This design comes from an exercise in tuning for small area and a short achievable clock period on the open sky130 flow, not from production work.
Function was checked by simulation only, so behaviour that the tests miss may differ from the original.
Power is estimated from default activity; no workload was simulated.

// data_memory_sized
module data_memory_sized #(
    parameter int DEPTH       = 32,
    parameter int ADDR_W      = 64,
    parameter int WAIT_CYCLES = 1
) (
    input  logic              clk,
    input  logic              reset,
    input  logic              req_valid,
    output logic              req_ready,
    input  logic              req_wr,
    input  logic [ADDR_W-1:0] req_addr,
    input  logic [1:0]        req_size,
    input  logic              req_unsigned,
    input  logic [63:0]       req_wdata,
    output logic              resp_valid,
    output logic [63:0]       resp_rdata,
    output logic              resp_err
);
Size: ~4800 cells after synthesis, roughly 200 I/O pins, ~86000 µm² of cells after synthesis.
make LEC_CHECK=0 CAP_MARGIN=20 CORE_MARGIN=2 CORE_UTILIZATION=55 CTS_CLUSTER_DIAMETER=60 CTS_CLUSTER_SIZE=30 PLACE_DENSITY=0.65 SETUP_SLACK_MARGIN=3.6 SLEW_MARGIN=20 finish   # period 5.5 ns
run.sh (not shown) runs the stock make flow with config.mk's settings and CLKGATE_MAP_FILE= SYNTH_SCRIPT=/design/flow/synth_recipe.tcl, a recipe that flattens the netlist after the stock synthesis.
Change:
- SETUP_SLACK_MARGIN: 3.6 -> 3.4
Global-route usage decreases by 0.88 points; setup slack gets better by 93 ps; final cell count decreases by 1.1%; final area decreases by 2.2%; utilization decreases by 1.4 points.
Change:
- CORE_UTILIZATION: 55 -> 60
- PLACE_DENSITY: 0.65 -> 0.7
After rerunning: The new run produced a clean layout; sequential power hardly moves; combinational power came out higher by a few percent; area after synthesis stays the same.

* * *

Setup of main:
data_memory_sized, a different RTL version from the one above (not shown whole).
For scale: ~4600 cells after synthesis, roughly 200 I/O pins, ~83000 µm² of cells after synthesis.
## data_memory_sized
module data_memory_sized #(
    parameter int DEPTH       = 32,
    parameter int ADDR_W      = 64,
    parameter int WAIT_CYCLES = 1
) (
    input  logic              clk,
    input  logic              reset,
    input  logic              req_valid,
    output logic              req_ready,
    input  logic              req_wr,
    input  logic [ADDR_W-1:0] req_addr,
    input  logic [1:0]        req_size,
    input  logic              req_unsigned,
    input  logic [63:0]       req_wdata,
    output logic              resp_valid,
    output logic [63:0]       resp_rdata,
    output logic              resp_err
);
export LEC_CHECK = 0
export CAP_MARGIN = 20
export CORE_MARGIN = 2
export CORE_UTILIZATION = 55
export PLACE_DENSITY = 0.65
export SETUP_SLACK_MARGIN = 3.0
export SLEW_MARGIN = 20
create_clock -name core_clock -period 5.5 [get_ports {clk}]
The final layout from main, which completed every stage, passed the timing, DRC and antenna checks at the end of the flow.
## Diff of input files: the feature branch against main
Settings: an added CTS_CLUSTER_DIAMETER of 60; an added CTS_CLUSTER_SIZE of 30; a change of CORE_UTILIZATION from 55 to 60; a change of PLACE_DENSITY from 0.65 to 0.8.
### Flow results
Clock power went down by more than a quarter going from main to the feature branch. Summary of the feature branch over main: number of buffer cells added on primary ports about even; clock network area share went down by 2.8 points. Against main, the final cell area of the feature branch is lower.

* * *

Another version of the RTL of data_memory_sized (not shown whole).
Size: ~4,800 cells after synthesis, about 2,500 flip-flops, ~200 I/O pins, roughly 86,000 sq um of cells after synthesis.
// data_memory_sized
module data_memory_sized #(
    parameter int DEPTH       = 32,
    parameter int ADDR_W      = 64,
    parameter int WAIT_CYCLES = 1
) (
    input  logic              clk,
    input  logic              reset,
    input  logic              req_valid,
    output logic              req_ready,
    input  logic              req_wr,
    input  logic [ADDR_W-1:0] req_addr,
    input  logic [1:0]        req_size,
    input  logic              req_unsigned,
    input  logic [63:0]       req_wdata,
    output logic              resp_valid,
    output logic [63:0]       resp_rdata,
    output logic              resp_err
);
==> flow/config.mk <==
export PLATFORM = sky130hd
export DESIGN_NAME = data_memory_sized
export DESIGN_NICKNAME = data_memory_sized
export VERILOG_FILES = /design/flow/design.v
export SDC_FILE = /design/flow/constraint.sdc
export NUM_CORES = 4
export LEC_CHECK = 0
export CAP_MARGIN = 20
export CORE_MARGIN = 2
export CORE_UTILIZATION = 60
export CTS_CLUSTER_DIAMETER = 60
export CTS_CLUSTER_SIZE = 30
export PLACE_DENSITY = 0.8
export SETUP_SLACK_MARGIN = 3.0
export SLEW_MARGIN = 20
==> flow/constraint.sdc <==
create_clock -name core_clock -period 5.5 [get_ports {clk}]
set_input_delay 1.1000 -clock core_clock [delete_from_list [all_inputs] [get_ports {clk}]]
set_output_delay 1.1000 -clock core_clock [all_outputs]
set_load 0.01 [all_outputs]
Rerun with:
CORE_UTILIZATION = 55   (was 60)
PLACE_DENSITY = 0.65   (was 0.8)
SETUP_SLACK_MARGIN = 3.4   (was 3.0)
Maximum frequency grows by 6.5%.
Sequential share of layout area goes down by 1.3 points.
Clock skew stays flat.
Synthesized cell count is unchanged.
Die area goes up by 9.0%.
Register-to-register slack gains 0.47 ns.
Sequential power hardly moves.
Routed wire length climbs by 5.2%.
Worst hold slack is better by 0.021 ns.
Via count came out lower by 3.1%.
First-iteration DRC count goes down by 20%.

## afterwards: timing with drivers on the ports
How much do the figures lean on ideal ports? The routed layouts below were timed once more, with nothing changed but the port constraints.
Step 1 (the two cells are an assumption about what drives the block):
set clk [get_ports {clk}]
set_driving_cell -lib_cell sky130_fd_sc_hd__clkbuf_16 $clk
set_driving_cell -lib_cell sky130_fd_sc_hd__buf_2 [delete_from_list [all_inputs] $clk]
Step 2 also shifts input and output timing later by t, the mid clock arrival at the registers, as if the neighbouring blocks saw the same clock.
Three values: no drivers, after step 1, after step 2; two values: the first two.
run | t, ns | setup WS [ns] | worst slew at a driven data input, ns
the first run of note 1 | 0.891 | 2.982 / 2.898 / 2.683 | 0.17
the second run of note 1 | 0.879 | 3.075 / 2.992 / 2.549 | 0.18
the third run of note 1 | 0.907 | 3.017 / 2.933 / 2.455 | 0.19
main | 0.942 | 2.831 / 2.784 / 2.679 | 0.08
the feature branch | 0.891 | 2.824 / 2.824 / 2.590 | 0.20
the first run of note 3 | 0.898 | 2.853 / 2.853 / 2.108 | 0.17
the second run of note 3 | 0.883 | 3.014 / 2.934 / 2.590 | 0.08
After both steps setup and hold are still met in every run listed. For the first run of note 3, which loses most, drivers alone change the setup slack by 0.000 ns; drivers and shift together by -0.745 ns. Setup slack includes reset recovery checks.
